This design comes from an exercise in tuning for small area and a short achievable clock period on the open sky130 flow, not from production work.
For this run, only the layout was checked, not whether the RTL still works.
No activity file was given, so power comes from the tool's default toggle rates.

### design/flow/flow/run.sh
#!/bin/bash
set -euo pipefail
MARGIN=${MARGIN:-7.1}
PORTBUF=${PORTBUF:-sky130_fd_sc_hd__buf_1}
sed -e "s/SETUP_SLACK_MARGIN=[0-9.]*/SETUP_SLACK_MARGIN=$MARGIN/" \
    -e "s/\"\${@:-finish}\"/BUFFER_PORTS_ARGS='-buffer_cell $PORTBUF' \"\${@:-finish}\"/" \
    standard.sh > standard_flow.sh
bash standard_flow.sh > standard.log 2>&1
### design/flow/standard.sh
#!/bin/bash
# synth_recipe.tcl (not shown) runs the flow's synth.tcl, then flattens the netlist and writes it again
# the make line also repeats each setting of config.mk as NAME=value (left out here)
make -C /OpenROAD-flow-scripts/flow DESIGN_CONFIG=/design/flow/config.mk WORK_HOME=/design/flow/orfs CLKGATE_MAP_FILE= SYNTH_SCRIPT=/design/flow/synth_recipe.tcl "${@:-finish}"
### design/flow/config.mk
export PLATFORM = sky130hd
export DESIGN_NAME = echo_train_gen
export DESIGN_NICKNAME = echo_train_gen
export VERILOG_FILES = /design/flow/design.v
export SDC_FILE = /design/flow/constraint.sdc
export NUM_CORES = 4
export LEC_CHECK = 0
export CAP_MARGIN = 20
export CORE_MARGIN = 2
export CORE_UTILIZATION = 50
export CTS_CLUSTER_DIAMETER = 120
export CTS_CLUSTER_SIZE = 25
export PLACE_DENSITY = 0.8
export SETUP_SLACK_MARGIN = 5
export SLEW_MARGIN = 20
### design/flow/constraint.sdc
create_clock -name core_clock -period 10.5 [get_ports {clk}]
set_input_delay 2.1000 -clock core_clock [delete_from_list [all_inputs] [get_ports {clk}]]
set_output_delay 2.1000 -clock core_clock [all_outputs]
set_load 0.01 [all_outputs]
### design/flow/design.v
module echo_train_gen #(
  parameter int N_ECHO  = 5,
  parameter int DW      = 10,
  parameter int CNT_W   = 16,
  parameter int PERIOD  = 200,
  parameter int NOISE_W = 4
) (
  input  logic                          clk,
  input  logic                          reset,
  input  logic                          start,
  input  logic                          stop,
  input  logic                          mode,
  input  logic                          noise_en,
  input  logic [8*(N_ECHO+1)-1:0]       amp_i,
  input  logic [CNT_W*(N_ECHO+1)-1:0]   delay_i,
  output logic [DW-1:0]                 sum_o,
  output logic [7:0]                    start_o,
  output logic                          busy,
  output logic                          frame_o
);
  localparam int NP = N_ECHO + 1;
  logic             run_q;
  logic             busy_q;    
  logic             last_q;
  logic             first_q;
  logic [7:0]       cnt_q;
  logic [15:0]      lfsr_q;
  logic [DW-1:0]    sum_q;
  logic [7:0]       st_q;
  logic             frame_q;
  logic [7:0]       amp_q [NP];
  logic [7:0]       pos_q [NP];
  logic [7:0]       sb_q  [NP];
  logic [7:0]       h1_q  [NP];
  logic [7:0]       h2_q  [NP];
  logic             hc_q  [NP];
  logic [10:0]      y1_q, y2_q, y3_q;
  logic [7:0]       p0_q;
  logic go, ld;
  assign go = run_q && !stop;
  assign ld = !run_q || last_q;
  logic [7:0] sb_d [NP];
  for (genvar k = 0; k < NP; k++) begin : g_shape
    logic [7:0] u;
    logic       win;
    logic [7:0] s4;
    assign u = pos_q[k];
    assign win = (u[7:4] == 4'd0 && u[3:0] <= 4'd11) || (u[7:2] == 6'h3F);
    localparam logic [127:0] SHAPE4 = 128'h230e0502050e23477cb9ebffebb97c47;
    assign s4 = SHAPE4[8*u[3:0] +: 8];
    assign sb_d[k] = win ? s4 : 8'd0;
  end
  logic [7:0] h1_d [NP];
  logic [7:0] h2_d [NP];
  logic       hc_d [NP];
  for (genvar k = 0; k < NP; k++) begin : g_mul
    etg_mul u_mul (.a(amp_q[k]), .s(sb_q[k]), .h1(h1_d[k]), .h2(h2_d[k]), .hc(hc_d[k]));
  end
  logic [10:0] y1_d, y2_d, y3_d;
  etg_sum u_sum (
    .h1({h1_q[5], h1_q[4], h1_q[3], h1_q[2], h1_q[1], h1_q[0]}),
    .h2({h2_q[5], h2_q[4], h2_q[3], h2_q[2], h2_q[1], h2_q[0]}),
    .hc({hc_q[5], hc_q[4], hc_q[3], hc_q[2], hc_q[1], hc_q[0]}),
    .y1(y1_d), .y2(y2_d), .y3(y3_d));
  logic       v0   [NP];
  for (genvar k = 0; k < NP; k++) begin : g_early
    assign v0[k] = (&pos_q[k]) && amp_q[k][7];
  end
  logic [7:0] sb_in [NP];    
  logic [1:0] h1_in [NP];    
  logic       h2_in [NP];
  logic       hc_in [NP];
  logic [7:0] pos_in [NP];
  always_comb begin
    for (int k = 0; k < NP; k++) begin
      logic [7:0]  a;
      logic [15:0] d;
      logic        hz, d0, d1, d2;
      logic [8:0]  lo5;
      a  = amp_i[8*k +: 8];
      d  = delay_i[CNT_W*k +: CNT_W];
      hz = d[15:2] == 14'd0;
      d0 = hz && d[1:0] == 2'd0;
      d1 = hz && d[1:0] == 2'd1;
      d2 = hz && d[1:0] == 2'd2;
      lo5 = {1'b0, a[5:0], 2'b00} + {1'b0, a};
      sb_in[k]  = d0 ? 8'd14 : d1 ? 8'd5 : d2 ? 8'd2 : 8'd0;
      h1_in[k]  = d0 ? a[7:6] : 2'd0;
      h2_in[k]  = d1 && a[7];
      hc_in[k]  = d0 && lo5[8];
      pos_in[k] = (d[15:8] != 8'd0 || d[7:0] >= 8'(PERIOD)) ? 8'd13 : ~d[7:0];
    end
  end
  logic [2:0] x0;
  logic [4:0] x0n;
  logic s1, c1, s2, c2, s3, c3, s4, c4;
  assign s1 = v0[0] ^ v0[1] ^ v0[2];
  assign c1 = (v0[0] & v0[1]) | (v0[2] & (v0[0] ^ v0[1]));
  assign s2 = v0[3] ^ v0[4] ^ v0[5];
  assign c2 = (v0[3] & v0[4]) | (v0[5] & (v0[3] ^ v0[4]));
  assign s3 = s1 ^ s2 ^ lfsr_q[0];
  assign c3 = (s1 & s2) | (lfsr_q[0] & (s1 ^ s2));
  assign s4 = c1 ^ c2 ^ lfsr_q[1];
  assign c4 = (c1 & c2) | (lfsr_q[1] & (c1 ^ c2));
  assign x0  = {1'b0, c1, s1} + {1'b0, c2, s2};
  assign x0n = {1'b0, lfsr_q[3:2], s4, s3} + {1'b0, c4, c3, 1'b0};
  logic [10:0]   xs, xns;
  logic [DW-1:0] xsat, xnsat;
  assign xs    = y1_q + y2_q + y3_q;
  assign xns   = y1_q + y2_q + y3_q + 11'(lfsr_q[3:0]);
  assign xsat  = first_q ? 10'(x0)  : xs[10]  ? 10'd1023 : xs[9:0];
  assign xnsat = first_q ? 10'(x0n) : xns[10] ? 10'd1023 : xns[9:0];
  always_ff @(posedge clk or posedge reset) begin
    if (reset) begin
      run_q   <= 1'b0;
      busy_q  <= 1'b0;
      lfsr_q  <= 16'hACE1;
      sum_q   <= '0;
      st_q    <= '0;
      frame_q <= 1'b0;
    end else begin
      run_q   <= run_q ? !(stop || (last_q && !mode)) : (start && !stop);
      busy_q  <= busy_q ? !(stop || (last_q && !mode)) : (start && !stop);
      if (run_q) lfsr_q <= {lfsr_q[0] ^ lfsr_q[2] ^ lfsr_q[3] ^ lfsr_q[5], lfsr_q[15:1]};
      sum_q   <= go ? (noise_en ? xnsat : xsat) : 10'd0;
      st_q    <= go ? (first_q ? {7'd0, v0[0]} : p0_q) : 8'd0;
      frame_q <= go && last_q;
    end
  end
  always_ff @(posedge clk) begin
    cnt_q   <= ld ? 8'd0 : cnt_q + 8'd1;
    last_q  <= run_q && cnt_q == 8'(PERIOD - 2);
    first_q <= ld;
    for (int k = 0; k < NP; k++) begin
      if (ld) begin
        amp_q[k] <= amp_i[8*k +: 8];
        pos_q[k] <= pos_in[k];
        sb_q[k]  <= sb_in[k];
        h1_q[k]  <= {6'd0, h1_in[k]};
        h2_q[k]  <= {7'd0, h2_in[k]};
        hc_q[k]  <= hc_in[k];
      end else begin
        pos_q[k] <= pos_q[k] + 8'd1;
        sb_q[k]  <= sb_d[k];
        h1_q[k]  <= h1_d[k];
        h2_q[k]  <= h2_d[k];
        hc_q[k]  <= hc_d[k];
      end
    end
    y1_q <= y1_d;
    y2_q <= y2_d;
    y3_q <= y3_d;
    p0_q <= h1_q[0] + h2_q[0] + {7'd0, hc_q[0]};
  end
  assign sum_o   = sum_q;
  assign start_o = st_q;
  assign frame_o = frame_q;
  assign busy    = busy_q;
endmodule
module etg_mul (input logic [7:0] a, input logic [7:0] s, output logic [7:0] h1, output logic [7:0] h2, output logic hc);
  logic t1, t2, t3, t4, t5, t6, t7, t8, t9, t10, t11, t12, t13, t14, t15, t16;
  logic t17, t18, t19, t20, t21, t22, t23, t24, t25, t26, t27, t28, t29, t30, t31, t32;
  logic t33, t34, t35, t36, t37, t38, t39, t40, t41, t42, t43, t44, t45, t46, t47, t48;
  logic t49, t50, t51, t52, t53, t54, t55, t56, t57, t58, t59, t60, t61, t62, t63, t64;
  logic t65, t66, t67, t68, t69, t70, t71, t72, t73, t74, t75, t76, t77, t78, t79, t80;
  logic t81, t82, t83, t84;
  assign t1 = (a[0] & s[6]) ^ (a[1] & s[5]);
  assign t2 = (a[0] & s[6]) & (a[1] & s[5]);
  assign {t4, t3} = (a[0] & s[7]) + (a[1] & s[6]) + (a[2] & s[5]);
  assign t5 = (a[3] & s[4]) ^ (a[4] & s[3]);
  assign t6 = (a[3] & s[4]) & (a[4] & s[3]);
  assign {t8, t7} = (a[1] & s[7]) + (a[2] & s[6]) + (a[3] & s[5]);
  assign t9 = (a[4] & s[4]) ^ (a[5] & s[3]);
  assign t10 = (a[4] & s[4]) & (a[5] & s[3]);
  assign {t12, t11} = (a[2] & s[7]) + (a[3] & s[6]) + (a[4] & s[5]);
  assign t13 = (a[0] & s[4]) ^ (a[1] & s[3]);
  assign t14 = (a[0] & s[4]) & (a[1] & s[3]);
  assign {t16, t15} = (a[0] & s[5]) + (a[1] & s[4]) + (a[2] & s[3]);
  assign t17 = (a[3] & s[2]) ^ (a[4] & s[1]);
  assign t18 = (a[3] & s[2]) & (a[4] & s[1]);
  assign {t20, t19} = t1 + (a[2] & s[4]) + (a[3] & s[3]);
  assign {t22, t21} = (a[4] & s[2]) + (a[5] & s[1]) + (a[6] & s[0]);
  assign {t24, t23} = t2 + t3 + t5;
  assign {t26, t25} = (a[5] & s[2]) + (a[6] & s[1]) + (a[7] & s[0]);
  assign {t28, t27} = t4 + t6 + t7;
  assign {t30, t29} = t9 + (a[6] & s[2]) + (a[7] & s[1]);
  assign {t32, t31} = t8 + t10 + t11;
  assign {t34, t33} = (a[5] & s[4]) + (a[6] & s[3]) + (a[7] & s[2]);
  assign {t36, t35} = t12 + (a[3] & s[7]) + (a[4] & s[6]);
  assign {t38, t37} = (a[5] & s[5]) + (a[6] & s[4]) + (a[7] & s[3]);
  assign {t40, t39} = (a[4] & s[7]) + (a[5] & s[6]) + (a[6] & s[5]);
  assign t41 = (a[0] & s[3]) ^ (a[1] & s[2]);
  assign t42 = (a[0] & s[3]) & (a[1] & s[2]);
  assign {t44, t43} = t13 + (a[2] & s[2]) + (a[3] & s[1]);
  assign {t46, t45} = t14 + t15 + t17;
  assign {t48, t47} = t16 + t18 + t19;
  assign {t50, t49} = t20 + t22 + t23;
  assign {t52, t51} = t24 + t26 + t27;
  assign {t54, t53} = t28 + t30 + t31;
  assign {t56, t55} = t32 + t34 + t35;
  assign {t58, t57} = t36 + t38 + t39;
  assign {t60, t59} = t40 + (a[5] & s[7]) + (a[6] & s[6]);
  assign t61 = (a[0] & s[2]) ^ (a[1] & s[1]);
  assign t62 = (a[0] & s[2]) & (a[1] & s[1]);
  assign {t64, t63} = t41 + (a[2] & s[1]) + (a[3] & s[0]);
  assign {t66, t65} = t42 + t43 + (a[4] & s[0]);
  assign {t68, t67} = t44 + t45 + (a[5] & s[0]);
  assign {t70, t69} = t46 + t47 + t21;
  assign {t72, t71} = t48 + t49 + t25;
  assign {t74, t73} = t50 + t51 + t29;
  assign {t76, t75} = t52 + t53 + t33;
  assign {t78, t77} = t54 + t55 + t37;
  assign {t80, t79} = t56 + t57 + (a[7] & s[4]);
  assign {t82, t81} = t58 + t59 + (a[7] & s[5]);
  assign {t84, t83} = t60 + (a[6] & s[7]) + (a[7] & s[6]);
  logic [15:0] r1;
  assign r1 = {1'b0, t84, t82, t80, t78, t76, t74, t72, t70, t68, t66, t64, t62, t61, (a[0] & s[1]), (a[0] & s[0])};
  logic [15:0] r2;
  assign r2 = {1'b0, (a[7] & s[7]), t83, t81, t79, t77, t75, t73, t71, t69, t67, t65, t63, (a[2] & s[0]), (a[1] & s[0]), 1'b0};
  logic [8:0] lo;
  logic [3:0] top;
  assign lo  = {1'b0, r1[7:0]} + {1'b0, r2[7:0]};
  assign top = r1[15:12] + r2[15:12];
  assign hc  = lo[8];
  assign h1  = {top, r1[11:8]};
  assign h2  = {4'd0, r2[11:8]};
endmodule
module etg_sum (input logic [47:0] h1, input logic [47:0] h2, input logic [5:0] hc, output logic [10:0] y1, output logic [10:0] y2, output logic [10:0] y3);
  logic t1, t2, t3, t4, t5, t6, t7, t8, t9, t10, t11, t12, t13, t14, t15, t16;
  logic t17, t18, t19, t20, t21, t22, t23, t24, t25, t26, t27, t28, t29, t30, t31, t32;
  logic t33, t34, t35, t36, t37, t38, t39, t40, t41, t42, t43, t44, t45, t46, t47, t48;
  logic t49, t50, t51, t52, t53, t54, t55, t56, t57, t58, t59, t60, t61, t62, t63, t64;
  logic t65, t66, t67, t68, t69, t70, t71, t72, t73, t74, t75, t76, t77, t78, t79, t80;
  logic t81, t82, t83, t84, t85, t86, t87, t88, t89, t90, t91, t92, t93, t94, t95, t96;
  logic t97, t98, t99, t100, t101, t102, t103, t104, t105, t106, t107, t108, t109, t110, t111, t112;
  logic t113, t114, t115, t116, t117, t118, t119, t120;
  assign {t2, t1} = h1[0] + h2[0] + hc[0];
  assign {t4, t3} = h1[8] + h2[8] + hc[1];
  assign t5 = h1[16] ^ h2[16];
  assign t6 = h1[16] & h2[16];
  assign {t8, t7} = h1[1] + h2[1] + h1[9];
  assign {t10, t9} = t1 + t3 + t5;
  assign {t12, t11} = hc[2] + h1[24] + h2[24];
  assign {t14, t13} = t2 + t4 + t6;
  assign {t16, t15} = t7 + h2[9] + h1[17];
  assign {t18, t17} = h2[17] + h1[25] + h2[25];
  assign {t20, t19} = t8 + h1[2] + h2[2];
  assign {t22, t21} = h1[10] + h2[10] + h1[18];
  assign {t24, t23} = h2[18] + h1[26] + h2[26];
  assign t25 = h1[34] ^ h2[34];
  assign t26 = h1[34] & h2[34];
  assign {t28, t27} = h1[3] + h2[3] + h1[11];
  assign {t30, t29} = h2[11] + h1[19] + h2[19];
  assign {t32, t31} = h1[27] + h2[27] + h1[35];
  assign t33 = h2[35] ^ h1[43];
  assign t34 = h2[35] & h1[43];
  assign t35 = h1[4] ^ h1[12];
  assign t36 = h1[4] & h1[12];
  assign {t38, t37} = t9 + t11 + hc[3];
  assign t39 = h1[32] ^ h2[32];
  assign t40 = h1[32] & h2[32];
  assign {t42, t41} = t10 + t12 + t13;
  assign {t44, t43} = t15 + t17 + h1[33];
  assign t45 = h2[33] ^ h1[41];
  assign t46 = h2[33] & h1[41];
  assign {t48, t47} = t14 + t16 + t18;
  assign {t50, t49} = t19 + t21 + t23;
  assign {t52, t51} = t25 + h1[42] + h2[42];
  assign {t54, t53} = t20 + t22 + t24;
  assign {t56, t55} = t26 + t27 + t29;
  assign {t58, t57} = t31 + t33 + h2[43];
  assign {t60, t59} = t28 + t30 + t32;
  assign {t62, t61} = t34 + t35 + h1[20];
  assign {t64, t63} = h1[28] + h1[36] + h1[44];
  assign {t66, t65} = t36 + h1[5] + h1[13];
  assign {t68, t67} = h1[21] + h1[29] + h1[37];
  assign {t70, t69} = h1[6] + h1[14] + h1[22];
  assign t71 = h1[7] ^ h1[15];
  assign t72 = h1[7] & h1[15];
  assign {t74, t73} = t37 + t39 + hc[4];
  assign {t76, t75} = t38 + t40 + t41;
  assign t77 = t43 ^ t45;
  assign t78 = t43 & t45;
  assign {t80, t79} = t42 + t44 + t46;
  assign {t82, t81} = t47 + t49 + t51;
  assign {t84, t83} = t48 + t50 + t52;
  assign {t86, t85} = t53 + t55 + t57;
  assign {t88, t87} = t54 + t56 + t58;
  assign {t90, t89} = t59 + t61 + t63;
  assign {t92, t91} = t60 + t62 + t64;
  assign {t94, t93} = t65 + t67 + h1[45];
  assign {t96, t95} = t66 + t68 + t69;
  assign {t98, t97} = h1[30] + h1[38] + h1[46];
  assign {t100, t99} = t70 + t71 + h1[23];
  assign {t102, t101} = h1[31] + h1[39] + h1[47];
  assign t103 = t73 ^ h1[40];
  assign t104 = t73 & h1[40];
  assign {t106, t105} = t74 + t75 + t77;
  assign {t108, t107} = t76 + t78 + t79;
  assign {t110, t109} = t80 + t82 + t83;
  assign {t112, t111} = t84 + t86 + t87;
  assign {t114, t113} = t88 + t90 + t91;
  assign {t116, t115} = t92 + t94 + t95;
  assign {t118, t117} = t96 + t98 + t99;
  assign t119 = t100 ^ t102;
  assign t120 = t100 & t102;
  logic [10:0] r1;
  assign r1 = {1'b0, t120, t118, t116, t114, t112, t110, t108, t106, t104, t103};
  logic [10:0] r2;
  assign r2 = {1'b0, 1'b0, t119, t117, t115, t113, t111, t109, t107, t105, h2[40]};
  logic [10:0] r3;
  assign r3 = {1'b0, 1'b0, t72, t101, t97, t93, t89, t85, t81, h2[41], hc[5]};
  assign y1 = r1;
  assign y2 = r2;
  assign y3 = r3;
endmodule
==> out/metrics.csv <==
metric;value;unit
relSlewSlack;0.338;
area_growth;12.2;%
antenna_left;0;
end_kind;register;
nets;3078;
drt_iter0_markers;1005;
cts.path.max_buffers;3;
worstPathArrival;3.98;ns
status;complete, no violations;
slowest_stage;fa_2;
crit_required;10.95;ns
drv_cap;0;
crit_end;sum_q[2];
rrSetupSlack;6.97;ns
period_needed;3.53;ns
fin_tns_setup;0;ns
wire_per_inst;17.0;um
rr_startpoint;pos_q[4][1];
critPathKind;register to register;
synth-seq-area-share;0.293;
async_reset_ff_frac;0.121;
synth-seq-cells;305;
postSynthAreaPerCell;10.2;um^2
hold_slack;0.337;ns
n_fill_cell;3672;
synth_top_family_by_area;adder cells;
ff2ff_path_depth;13;
synth-main-ff-cell;dfxtp_1;
hold_buffers;0;
gp_congestion;0.889;
ys_warn_count;30;
leakage;12.0;nW
hp-start;h2_q[5][1];
core-area;45600;um^2
dpl_cell_area;24600;um^2
hold_viol_final;0;
hp-class;register to register;
drive_gt1_frac;0.107;
cts-root-buf;clkbuf_16;
cts_tree;yes;
fp.dieH;219;um
yosys.area_share.adder;0.347;
crit_buf_inv;2;
antenna_found_initial;0;
cp_slowest_stage_delay;0.62;ns
initial_utilization;0.508;
fin_crit_sh;0.336;
worst-path-stages;13;
wirelength;52100;um
synth_top_area_frac;0.246;
drt-vias-per-instance;5.44;
ir_worst_vdd;0.0000859;V
cts_sinks;305;
io_buffers;169;
die_w;219;um
syn_inst;2262;
rsz0062_at_grt;yes;
synthXorXnorAreaFrac;0.0264;
synthTopCellsByArea;fa_1 (25%), dfxtp_1 (19%), ha_1 (10%);
boundaryPins;170;
crit_chain;ha_2 > and2_4 > nand4_1 > fa_2 > inv_1 > fa_2 > ha_2 > inv_1 > fa_1 > mux2i_1 > nand3_1 > a21boi_2 > a41oi_2;
detailed_place_hpwl;39200;um
fmax;283;MHz
p_per_area;94.5;nW/um^2
cts_inserted_buffers;16;
synthDistinctLibCells;66;
crit_family;adder cells;
synth_edf_count;48;
synth_compound_area_frac;0.0899;
grt_pass1_vias;17600;
tightestPinTransition;0.990;ns
drt_first_pass_iters;5;
slew_viol_final;0;
insertedDiodeCount;0;
synth_mux_area_frac;0.0155;
mostFrequentLayoutCells;inv_1 (307), and2_1 (298), fa_1 (272);
grt_overflow;0;
placementRows;78;
vias;16700;
layout_commonest_cell;inv_1;
fin_area;26000;um^2
setup_violations;0;
grt_usage;0.221;
cp_max_fo;7;
yosys.area.top_type;fa_1;
drcViolationCount;0;
yosys.area_share.simple;0.170;
grt_max_degree;67;
clk_pin_slew;0.10;ns
r2r-end;sum_q[2];
synthesis.area;23200;um^2
syn_nets;2884;
dieArea;48000;um^2
insertion_delay;0.54;ns
grt_first_pass_wirelength;85900;um
finClkSkew;0.0173;ns
htree_num_levels;1;
cp-startpoint;pos_q[4][1];
worstSetupStartpointType;register;
[layer usage]
metal	global-route usage	vias up	wire, um
met3	0.0287	106	2520
li1	-	7791	-
met1	0.274	8351	21300
met5	0	-	0
met2	0.402	426	26800
met4	0.0646	0	1540
[stage by stage]
step                utilization  total power [W]  std cells  setup WS [ns]
floorplan                     -          0.00159       2262           7.08
global placement          0.539          0.00169       2990           6.74
detailed placement        0.539          0.00172       2990           6.56
CTS                       0.558          0.00244       3042           7.01
global route              0.570          0.00257       3066           6.80
finish                    0.570          0.00245       3066           6.97
[worst min-delay path by stage]
stage | endpoint | slack [ns] | cells past startpoint
floorplan | y2_q[0] | 0.31 | 0
global placement | y3_q[1] | 0.32 | 0
detailed placement | y3_q[1] | 0.31 | 0
CTS | y3_q[1] | 0.34 | 0
global route | y2_q[0] | 0.35 | 0
finish | y3_q[1] | 0.34 | 0
[timing repair]
action                                  CTS  global route
pin swaps                                13            67
hold endpoints to repair                  0             0
gates resized for setup                  61            91
setup buffers                            23            24
cloned                                    1             0
endpoints found under the setup margin   68            60
[cell families (layout without fill, tap and decap cells)]
family	count (synthesis)	after routing
and+or+nand+nor	725	726
adders and majority gates	472	472
buffers and inverters	360	563
DFF	305	305
AOI/OAI and AO/OA	302	302
xor gates and xnor gates	69	69
muxes	29	29
[flip-flops by register name, indices dropped and copies added (netlist names), 9 cells and up]
register and cells:
amp_q 48, h1_q 48, pos_q 48, sb_q 48, h2_q 24, lfsr_q 16
sum_q 10, y1_q 10, y2_q 9, y3_q 9
[cell usage after synthesis, drive strengths merged (29+ instances only)]
cell type and n:
a21o 30, a21oi 51, and2 316, clkbuf 35, dfrtp 29, dfxtp 220, edfxtp 48, fa 284
ha 188, inv 316, nand2 151, nand3 30, nor2 80, nor2b 33, o21ai 57, o22ai 32
xnor2 43
[cell type report]
cell class                 count  area, um^2  share of cell area
timing repair buffer         219        1020              0.0393
tap                          600         751              0.0289
clock buffer                  26         459              0.0177
clock inverter                 2        25.0            0.000963
inverter                     316        1190              0.0459
multi-input combinational   1598       15700               0.605
sequential                   305        6830               0.263
[power breakdown]
| group | internal [W] | switching [W] |
|---|---|---|
| Combinational | 0.000180 | 0.000204 |
| Clock | 0.000309 | 0.000403 |
| Sequential | 0.00127 | 0.0000922 |
| Total | 0.00176 | 0.000699 |

==> static timing again, ports no longer ideal <==
No port has a modelled driver above. Below, the same layout with a new extraction and two added sets of constraints.
Step 1 assumes that a clkbuf_16 drives the clock port and a buf_2 every other input.
Step 2 adds t to the input delays and takes it off the output delays; t is the mean of the earliest and latest rising clock arrival at the registers after step 1. Input paths then give back, and output paths get back, about the clock's delay inside the block.
Three values: ideal ports, drivers, drivers and shift; two values: the first two.
t, ns: 0.583
slack for setup (ns): 6.970 / 6.970 / 6.579
worst setup path after step 2: input to register
worst register clock-pin slew, ns: 0.11 / 0.11
worst slew at a driven data input, ns: 0.08
After both steps setup and hold are still met in this run. The setup slack of this run moves by 0.000 ns with the drivers and by -0.391 ns with both steps.
